What follows belongs to an exercise in optimizing a design on an open flow for small area; a production flow would make more cautious choices. At most, simulation tests tie the RTL to the original design; equivalence was not proved. The clock input has no modelled driver; a real chip could not lean on it and would need a root buffer or a full tree. Power and IR drop assume default switching activity.

Setup of yarrow:
## tagged_message_frame_parser_top
module tagged_message_frame_parser_top (
    input  logic                  i_clk,
    input  logic                  i_rst_n,
    input  logic                  i_byte_valid,
    output logic                  i_byte_ready,
    input  logic [TAG_W-1:0]      i_byte_in_byte,
    output logic                  o_res_valid,
    input  logic                  o_res_ready,
    output logic [KIND_W-1:0]     o_res_kind,
    output logic [WORD_W-1:0]     o_res_src_id,
    output logic [WORD_W-1:0]     o_res_dest_id,
    output logic [OPC_W-1:0]      o_res_opcode,
    output logic [SIZE_W-1:0]     o_res_packet_len,
    output logic [SIZE_W-1:0]     o_res_message_len,
    output logic [TAG_W-1:0]      o_res_msg_byte,
    output logic                  o_res_last,
    output logic [ERR_W-1:0]      o_res_error_code,
    input  logic                  i_psel,
    input  logic                  i_penable,
    input  logic                  i_pwrite,
    input  logic [APB_ADDR_W-1:0] i_paddr,
    input  logic [APB_DATA_W-1:0] i_pwdata,
    output logic [APB_DATA_W-1:0] o_prdata,
    output logic                  o_pready
);
Size: roughly 680 cells after synthesis, about 220 I/O pins.
==> flow/config.mk <==
export PLATFORM = sky130hd
export DESIGN_NAME = tagged_message_frame_parser_top
export DESIGN_NICKNAME = tagged_message_frame_parser_top
export VERILOG_FILES = /design/flow/design.v
export SDC_FILE = /design/flow/constraint.sdc
export NUM_CORES = 4
export LEC_CHECK = 0
export ABC_AREA = 1
export CAP_MARGIN = 20
export CORE_MARGIN = 2
export CORE_UTILIZATION = 40
export SLEW_MARGIN = 20
==> flow/constraint.sdc <==
create_clock -name core_clock -period 5.0 [get_ports {i_clk}]
set_input_delay 1.0000 -clock core_clock [delete_from_list [all_inputs] [get_ports {i_clk}]]
set_output_delay 1.0000 -clock core_clock [all_outputs]
set_load 0.01 [all_outputs]
standard.sh (not shown) runs the stock make flow with config.mk's settings and CLKGATE_MAP_FILE= SYNTH_SCRIPT=/design/flow/synth_recipe.tcl, a recipe that flattens the netlist after the stock synthesis.
==> flow/flow/run.sh <==
#!/bin/bash
# Own layout flow: the standard ORFS flow with a few extra ORFS settings
# appended to the standard flow's config.mk:
#  - port buffers use the smallest buffer (buf_1) instead of the default pick
#  - CTS with small clock buffers and no dummy loads
#  - power recovery (gate downsizing) after global routing
# Each tool's output goes to the ORFS logs under orfs/logs; make's own output
# goes to flow_make.log here.
set -euo pipefail
W=$PWD
cp config.mk own_config.mk
cat "$W/flow/extra.mk" >> own_config.mk
sed "s#DESIGN_CONFIG=[^ ]*#DESIGN_CONFIG=$W/own_config.mk#" standard.sh > own_standard.sh
bash own_standard.sh > flow_make.log 2>&1
cp -r orfs/logs flow_logs || true
==> flow/flow/extra.mk <==
export BUFFER_PORTS_ARGS = -buffer_cell sky130_fd_sc_hd__buf_1
export CTS_ARGS = -sink_clustering_enable -repair_clock_nets -dont_use_dummy_load -sink_clustering_size 20 -buf_list {sky130_fd_sc_hd__clkbuf_8}
In yarrow the implementation completed, yet the final layout does not meet the checks, the culprit being setup timing.
--- input diff yarrow..sierra ---
==> flow/flow/extra.mk <==
export BUFFER_PORTS_ARGS = -buffer_cell sky130_fd_sc_hd__buf_1
export CTS_ARGS = -sink_clustering_enable -repair_clock_nets -dont_use_dummy_load -sink_clustering_size 30 -sink_clustering_max_diameter 100 -buf_list {sky130_fd_sc_hd__clkbuf_4 sky130_fd_sc_hd__clkbuf_8}
Results
[flow] sierra | stages: complete | final checks: fail | reason: setup timing
Placement-stage worst setup slack: yarrow vs sierra identical
Re average via count per standard cell: no difference whatsoever between sierra and yarrow.
yarrow -> sierra: number of global-route vias before repair delta 0, exact match
Reported for yarrow and sierra, clock network area share turned out identical to the last digit.
yarrow and sierra ended up with nearly the same clock-pin slew on the worst setup and hold paths.
Share of cells above drive strength 1 of sierra is on par with yarrow.
From yarrow to sierra, power per cell area did not move at all.
Diff sierra..yarrow | weighted congestion reported at the end of routability-driven placement | unchanged
yarrow -> sierra: worst setup slack delta 0, exact match
Comparing yarrow against sierra, there is no change at all in via count.
Function was not checked in any run of this note: the RTL went through the layout flow alone.

* * *

## build 40
The RTL this note starts from:
==> flow/design.v <==
package tmfp_pkg;
    localparam int APB_ADDR_W = 4;
    localparam int APB_DATA_W = 32;
    localparam int TAG_W      = 8;
    localparam int WORD_W     = 32;
    localparam int SIZE_W     = 28;
    localparam int OPC_W      = 4;
    localparam int KIND_W     = 2;
    localparam int ERR_W      = 2;
    localparam int IDX_W      = 2;
    localparam logic [WORD_W:0] FIELD_BYTES = (WORD_W + 1)'(12);
    localparam logic [KIND_W-1:0] KIND_DESC = 2'd0;
    localparam logic [KIND_W-1:0] KIND_BYTE = 2'd1;
    localparam logic [KIND_W-1:0] KIND_ERR  = 2'd2;
    localparam logic [ERR_W-1:0] ERR_UINT_TAG = 2'd0;
    localparam logic [ERR_W-1:0] ERR_STR_TAG  = 2'd1;
    localparam logic [ERR_W-1:0] ERR_SIZE     = 2'd2;
    localparam logic [1:0] REG_HDR_TAG  = 2'd0;
    localparam logic [1:0] REG_UINT_TAG = 2'd1;
    localparam logic [1:0] REG_STR_TAG  = 2'd2;
endpackage
import tmfp_pkg::*;
module tagged_message_frame_parser_top (
    input  logic                  i_clk,
    input  logic                  i_rst_n,
    input  logic                  i_byte_valid,
    output logic                  i_byte_ready,
    input  logic [TAG_W-1:0]      i_byte_in_byte,
    output logic                  o_res_valid,
    input  logic                  o_res_ready,
    output logic [KIND_W-1:0]     o_res_kind,
    output logic [WORD_W-1:0]     o_res_src_id,
    output logic [WORD_W-1:0]     o_res_dest_id,
    output logic [OPC_W-1:0]      o_res_opcode,
    output logic [SIZE_W-1:0]     o_res_packet_len,
    output logic [SIZE_W-1:0]     o_res_message_len,
    output logic [TAG_W-1:0]      o_res_msg_byte,
    output logic                  o_res_last,
    output logic [ERR_W-1:0]      o_res_error_code,
    input  logic                  i_psel,
    input  logic                  i_penable,
    input  logic                  i_pwrite,
    input  logic [APB_ADDR_W-1:0] i_paddr,
    input  logic [APB_DATA_W-1:0] i_pwdata,
    output logic [APB_DATA_W-1:0] o_prdata,
    output logic                  o_pready
);
    localparam logic [4:0] S_TU1   = 5'b000_00;   
    localparam logic [4:0] S_TU2   = 5'b000_01;   
    localparam logic [4:0] S_TU3   = 5'b000_10;   
    localparam logic [4:0] S_TS    = 5'b000_11;   
    localparam logic [4:0] S_HDR0  = 5'b001_00;
    localparam logic [4:0] S_SRC0  = 5'b010_00;
    localparam logic [4:0] S_DST0  = 5'b011_00;
    localparam logic [4:0] S_LEN0  = 5'b100_00;
    localparam logic [4:0] S_MSG1  = 5'b101_00;   
    localparam logic [4:0] S_MSGN  = 5'b101_01;   
    localparam logic [4:0] S_H_D   = 5'b110_00;   
    localparam logic [4:0] S_H_B   = 5'b110_01;   
    localparam logic [4:0] S_H_E0  = 5'b110_10;   
    localparam logic [4:0] S_H_E1  = 5'b111_10;   
    localparam logic [4:0] S_H_E2  = 5'b111_11;   
    logic [TAG_W-1:0]  r_hdr_tag_n, r_uint_tag_n, r_str_tag_n;
    logic [TAG_W-1:0]  r_hdr_tag, r_uint_tag, r_str_tag;
    assign r_hdr_tag  = ~r_hdr_tag_n;
    assign r_uint_tag = ~r_uint_tag_n;
    assign r_str_tag  = ~r_str_tag_n;
    logic [4:0]        r_st, n_st;
    logic              r_valid;
    logic              r_lenok, n_lenok;
    logic [WORD_W-1:0] r_hdr, r_src, r_dst;
    logic              acc, res;
    logic [TAG_W-1:0]  b;
    logic              st_hunt, st_tag, st_hdr, st_src, st_dst, st_len, st_msg, st_msgn;
    logic [1:0]        idx;
    logic [SIZE_W-1:0] sum;
    logic              cout;
    logic              sum_zero, sum_one;
    assign b   = i_byte_in_byte;
    assign idx = r_st[1:0];
    assign st_hunt = r_st[4] & r_st[3];
    assign st_tag  = r_st[4:2] == 3'b000;
    assign st_hdr  = r_st[4:2] == 3'b001;
    assign st_src  = r_st[4:2] == 3'b010;
    assign st_dst  = r_st[4:2] == 3'b011;
    assign st_len  = r_st[4:2] == 3'b100;
    assign st_msg  = r_st[4:2] == 3'b101;
    assign st_msgn = st_msg & r_st[0];
    assign o_pready = 1'b1;
    always_comb begin
        o_prdata = '0;
        case (i_paddr[3:2])
            REG_HDR_TAG:  o_prdata[TAG_W-1:0] = r_hdr_tag;
            REG_UINT_TAG: o_prdata[TAG_W-1:0] = r_uint_tag;
            REG_STR_TAG:  o_prdata[TAG_W-1:0] = r_str_tag;
            default:      o_prdata = '0;
        endcase
    end
    assign i_byte_ready = !r_valid || o_res_ready;
    assign acc          = i_byte_valid && i_byte_ready;
    logic [4:0]        lo;
    logic              b4;       
    logic [6:1]        zn;       
    logic [7:1]        pz;       
    logic [SIZE_W:4]   bw;       
    assign lo = {1'b0, r_hdr[3:0]} + (st_msgn ? 5'h0F : 5'h04);
    assign sum[3:0] = lo[3:0];
    assign b4 = ~lo[4];
    for (genvar g = 1; g < 7; g++) begin : g_zn
        assign zn[g] = (r_hdr[4*g+3:4*g] == 4'd0);
    end
    assign pz[1] = 1'b1;
    assign pz[2] = zn[1];
    assign pz[3] = zn[1] & zn[2];
    assign pz[4] = pz[3] & zn[3];
    assign pz[5] = pz[3] & (zn[3] & zn[4]);
    assign pz[6] = pz[3] & (zn[3] & zn[4] & zn[5]);
    assign pz[7] = pz[3] & (zn[3] & zn[4] & zn[5] & zn[6]);
    for (genvar g = 1; g < 7; g++) begin : g_nib
        for (genvar j = 0; j < 4; j++) begin : g_bit
            if (j == 0) begin : g_b0
                assign bw[4*g] = b4 & pz[g];
            end else begin : g_bj
                assign bw[4*g+j] = b4 & pz[g] & (r_hdr[4*g+j-1:4*g] == '0);
            end
            assign sum[4*g+j] = r_hdr[4*g+j] ^ bw[4*g+j];
        end
    end
    assign bw[SIZE_W] = b4 & pz[7];
    assign cout = ~bw[SIZE_W];
    logic hdr_hi0;
    assign hdr_hi0  = (r_hdr[SIZE_W-1:4] == '0);
    assign sum_zero = hdr_hi0 & (r_hdr[3:0] == 4'd12);
    assign sum_one  = hdr_hi0 & (r_hdr[3:0] == (st_msgn ? 4'd2 : 4'd13));
    logic sel_h, sel_u, sel_s, sel_l0, sel_l1, sel_l2, sel_l3;
    logic [7:0] cmp_val;
    logic       match;
    assign sel_h  = st_hunt;
    assign sel_u  = st_tag & (idx != 2'd3);
    assign sel_s  = st_tag & (idx == 2'd3);
    assign sel_l0 = st_len & (idx == 2'd0);
    assign sel_l1 = st_len & (idx == 2'd1);
    assign sel_l2 = st_len & (idx == 2'd2);
    assign sel_l3 = st_len & (idx == 2'd3);
    assign cmp_val = ({8{sel_h}}  & r_hdr_tag)  |
                     ({8{sel_u}}  & r_uint_tag) |
                     ({8{sel_s}}  & r_str_tag)  |
                     ({8{sel_l0}} & {4'b0, sum[27:24]}) |
                     ({8{sel_l1}} & sum[23:16]) |
                     ({8{sel_l2}} & sum[15:8])  |
                     ({8{sel_l3}} & sum[7:0]);
    assign match = (b == cmp_val);
    always_comb begin
        n_st    = r_st;
        n_lenok = r_lenok;
        res     = 1'b0;
        if (st_hunt) begin
            if (match) n_st = S_HDR0;
        end else if (st_tag) begin
            if (idx == 2'd3) begin
                res = 1'b1;
                if (!match)          n_st = S_H_E1;
                else if (sum_zero)   n_st = S_H_D;
                else                 n_st = S_MSG1;
            end else begin
                if (!match) begin
                    res  = 1'b1;
                    n_st = S_H_E0;
                end else begin
                    n_st = {3'(idx) + 3'd2, 2'b00};
                end
            end
        end else if (st_msg) begin
            res = 1'b1;
            n_st = sum_one ? S_H_B : S_MSGN;
        end else begin
            n_st = r_st + 5'd1;
            if (idx == 2'd3) n_st = {3'b000, 2'(r_st[4:2] - 3'd1)};
            if (st_len) begin
                n_lenok = (idx == 2'd0 ? cout : r_lenok) & match;
                if (idx == 2'd3 && !n_lenok) begin
                    res  = 1'b1;
                    n_st = S_H_E2;
                end
            end
        end
    end
    always_ff @(posedge i_clk) begin
        if (!i_rst_n) begin
            r_hdr_tag_n  <= '1;
            r_uint_tag_n <= '1;
            r_str_tag_n  <= '1;
        end else if (i_psel && i_penable && i_pwrite) begin
            case (i_paddr[3:2])
                REG_HDR_TAG:  r_hdr_tag_n  <= ~i_pwdata[TAG_W-1:0];
                REG_UINT_TAG: r_uint_tag_n <= ~i_pwdata[TAG_W-1:0];
                REG_STR_TAG:  r_str_tag_n  <= ~i_pwdata[TAG_W-1:0];
                default: ;
            endcase
        end
    end
    always_ff @(posedge i_clk) begin
        if (!i_rst_n) begin
            r_st    <= S_H_D;
            r_valid <= 1'b0;
        end else begin
            if (acc) r_st <= n_st;
            if (i_byte_ready) r_valid <= acc && res;
        end
    end
    always_ff @(posedge i_clk) begin
        if (acc) begin
            r_lenok <= n_lenok;
            if (st_hdr) r_hdr <= {r_hdr[23:0], b};
            else if (st_msg) r_hdr[SIZE_W-1:0] <= sum;
            if (st_src || st_msg) r_src <= {r_src[23:0], b};
            if (st_dst) r_dst <= {r_dst[23:0], b};
        end
    end
    assign o_res_valid       = r_valid;
    assign o_res_last        = st_hunt;
    assign o_res_kind        = !st_hunt ? {1'b0, r_st[0]} :
                               (r_st[1] ? KIND_ERR : {1'b0, r_st[0]});
    assign o_res_error_code  = {r_st[0], r_st[2] & ~r_st[0]};
    assign o_res_src_id      = r_src;
    assign o_res_dest_id     = r_dst;
    assign o_res_opcode      = r_hdr[WORD_W-1:SIZE_W];
    assign o_res_packet_len  = r_hdr[SIZE_W-1:0];
    assign o_res_message_len = sum;
    assign o_res_msg_byte    = r_src[TAG_W-1:0];
endmodule
Settings: LEC_CHECK=0, ABC_AREA=1, CAP_MARGIN=20, CORE_MARGIN=2, CORE_UTILIZATION=65, SLEW_MARGIN=20; clock period 5.0 ns.
==> flow/flow/run.sh <==
#!/bin/bash
# Own layout flow: the standard ORFS flow (standard.sh) with
#  - a copy of ORFS's scripts folder whose abc_area.script is replaced by
#    flow/abc_area.script (a stronger area mapping; registers are mapped by
#    dfflibmap as before, so their names and cells are unchanged);
#  - cts.tcl in that copy builds the clock tree with flow/manual_cts.tcl
#    (a root buffer driving 8 leaf buffers, each at the centre of a balanced
#    cluster of flip-flops) instead of clock_tree_synthesis;
#  - extra ORFS settings from flow/extra.mk appended to the standard flow's config.mk
#    (port buffers use buf_1, CTS buffer list, no CTS dummy loads).
# make's output goes to flow_make.log here; ORFS writes each step's log under
# orfs/logs, copied to flow_logs/ at the end.
set -euo pipefail
W=$PWD
rm -rf "$W/orfs_scripts"
cp -r "$FLOW_HOME/scripts" "$W/orfs_scripts"
cp "$W/flow/abc_area.script" "$W/orfs_scripts/abc_area.script"
grep -q '^log_cmd clock_tree_synthesis {\*}\$cts_args$' "$W/orfs_scripts/cts.tcl"
sed -i "s#^log_cmd clock_tree_synthesis {\*}\\\$cts_args\$#source $W/flow/manual_cts.tcl; manual_cts sky130_fd_sc_hd__clkbuf_8 8 sky130_fd_sc_hd__clkbuf_8#" "$W/orfs_scripts/cts.tcl"
grep -q 'manual_cts sky130' "$W/orfs_scripts/cts.tcl"
cp config.mk own_config.mk
cat "$W/flow/extra.mk" >> own_config.mk
sed -e "s#DESIGN_CONFIG=[^ ]*#DESIGN_CONFIG=$W/own_config.mk SCRIPTS_DIR=$W/orfs_scripts#" standard.sh > own_standard.sh
status=0
bash own_standard.sh > flow_make.log 2>&1 || status=$?
cp -r orfs/logs flow_logs || true
exit $status
==> flow/flow/abc_area.script <==
strash
&get -n
&deepsyn -T 60
&dch -f
&nf -R 30
&put
topo
stime -c
==> flow/flow/extra.mk <==
export BUFFER_PORTS_ARGS = -buffer_cell sky130_fd_sc_hd__buf_1
export SKIP_REPAIR_TIE_FANOUT = 1
Other scripts of this flow, unchanged in this note and not shown: flow/flow/manual_cts.tcl
What build 96 does differently from build 40 at the input level:
diff --git a/flow/flow/extra.mk b/flow/flow/extra.mk
--- a/flow/flow/extra.mk
+++ b/flow/flow/extra.mk
@@ -2,0 +3 @@
+export GPL_KEEP_OVERFLOW = 0
Results
- Diff build 40..build 96 | core utilization of the finished layout | negligible
- Build 96 reached the end of the flow, and the finished layout is clean on the timing, design-rule and antenna checks.
- Diff build 40 and build 96: fmax lower in build 96
- Sort build 40 and build 96 by final setup slack of the worst path desc -> top: build 40
- Compared with build 40, in build 96 met2 usage in global routing shows a reduction of 1.9 points; number of logic stages on the critical path including buffering picked up an extra 1; worst slack at placement lost 1.20 ns.
Input-level comparison between build 14 and build 96:
==> flow/flow/abc_area.script <==
strash
&get -n
&deepsyn -T 60
&dch -f
&nf -R 10
&put
topo
stime -c
==> flow/flow/extra.mk <==
export BUFFER_PORTS_ARGS = -buffer_cell sky130_fd_sc_hd__buf_1
export SKIP_REPAIR_TIE_FANOUT = 1
- Re count of different cell masters after synthesis: build 96 was lower than build 14.
- Relative to build 96, setup slack increased by 0.093 ns in build 14.
- [build 14 vs build 96] number of cells after detailed placement: higher in build 14
- Between build 96 and build 14, synthesized area is higher for build 14, build 96 comes in under that.
- The power share of the combinational group of build 14 exceeds that of build 96 by 0.8 points.
- Diff build 96 -> build 14: core outline area rose 0.49%, total power went up by about 0.33%.
### build 14 -> build 92
==> flow/flow/abc_area.script <==
strash
&get -n
&deepsyn -T 60
&dch -f
&nf -R 30
&put
topo
stime -c
diff --git a/flow/flow/extra.mk b/flow/flow/extra.mk
--- a/flow/flow/extra.mk
+++ b/flow/flow/extra.mk
@@ -2,0 +3 @@
+export REMOVE_ABC_BUFFERS = 1
diff --git a/flow/config.mk b/flow/config.mk
--- a/flow/config.mk
+++ b/flow/config.mk
@@ -11 +11,2 @@
-export CORE_UTILIZATION = 65
+export CORE_UTILIZATION = 40
+export GPL_TIMING_DRIVEN = 0
--- outcome ---
Layout overhead on the synthesized area (higher): build 92
Going from build 14 to build 92, part of the total power dissipated in combinational logic went down by 0.6 points; design area moved up.
Compared with build 14, build 92 degrades minimum clock period after layout.
The maximum clock frequency of build 92 is lower than that of build 14.
[compare] base=build 14 new=build 92: height of the die increased 26 um, pin count of the biggest net entering global routing down 7.
For build 92, the main combinational cell family by area after synthesis was simple AND/OR/NAND/NOR gates, unlike build 14, where it was compound AO/OA/AOI/OAI gates.
> inputs changed (build 92 -> build 21)
==> flow/flow/extra.mk <==
export BUFFER_PORTS_ARGS = -buffer_cell sky130_fd_sc_hd__buf_1
export SKIP_REPAIR_TIE_FANOUT = 1
diff --git a/flow/config.mk b/flow/config.mk
--- a/flow/config.mk
+++ b/flow/config.mk
@@ -12 +11,0 @@
-export GPL_TIMING_DRIVEN = 0
Notes after the runs:
Diff build 92 -> build 21: relative area change from synthesis to final layout did not really move; aggregate global routing overflow ~0 delta; sequential logic power stayed essentially flat; hold slack comparable. Build 21 against build 92: total wirelength of the detailed-routed design has decreased, number of buffer and inverter instances along the worst setup path has increased. The end point of the critical path comes out r_st[2]$_SDFFE_PN0P_ in one run and r_st[3]$_SDFFE_PN1P_ in the other, namely in build 92 and build 21 respectively.
No run of this note takes its clock network from TritonCTS; it comes from the design's own scripts or RTL.

[static timing again, ports no longer ideal]
In the flow no input, the clock included, has a driving cell. The finished layouts below were timed again as built, in two steps.
Step 1 assumes that a clkbuf_16 drives the clock port and a buf_2 every other input.
Step 2, shift: input delay + t, output delay - t, t = (earliest + latest rising clock arrival at the registers) / 2. This alone moves slack from input paths to output paths.
a / b / c = no drivers / after step 1 / after step 2; a / b = the first two.
| run | t, ns | setup WS [ns] | cell pins on the clock port's net |
|---|---|---|---|
| yarrow | 0.467 | -1.707 / -1.744 / -1.299 | 1 |
| sierra | 0.467 | -1.707 / -1.744 / -1.299 | 1 |
| build 40 | 0.418 | 0.424 / 0.424 / 0.424 | 1 |
| build 96 | 0.421 | 0.224 / 0.224 / 0.224 | 1 |
| build 14 | 0.422 | 0.317 / 0.317 / 0.317 | 1 |
| build 92 | 0.431 | 0.226 / 0.226 / 0.226 | 1 |
| build 21 | 0.430 | 0.343 / 0.343 / 0.343 | 1 |
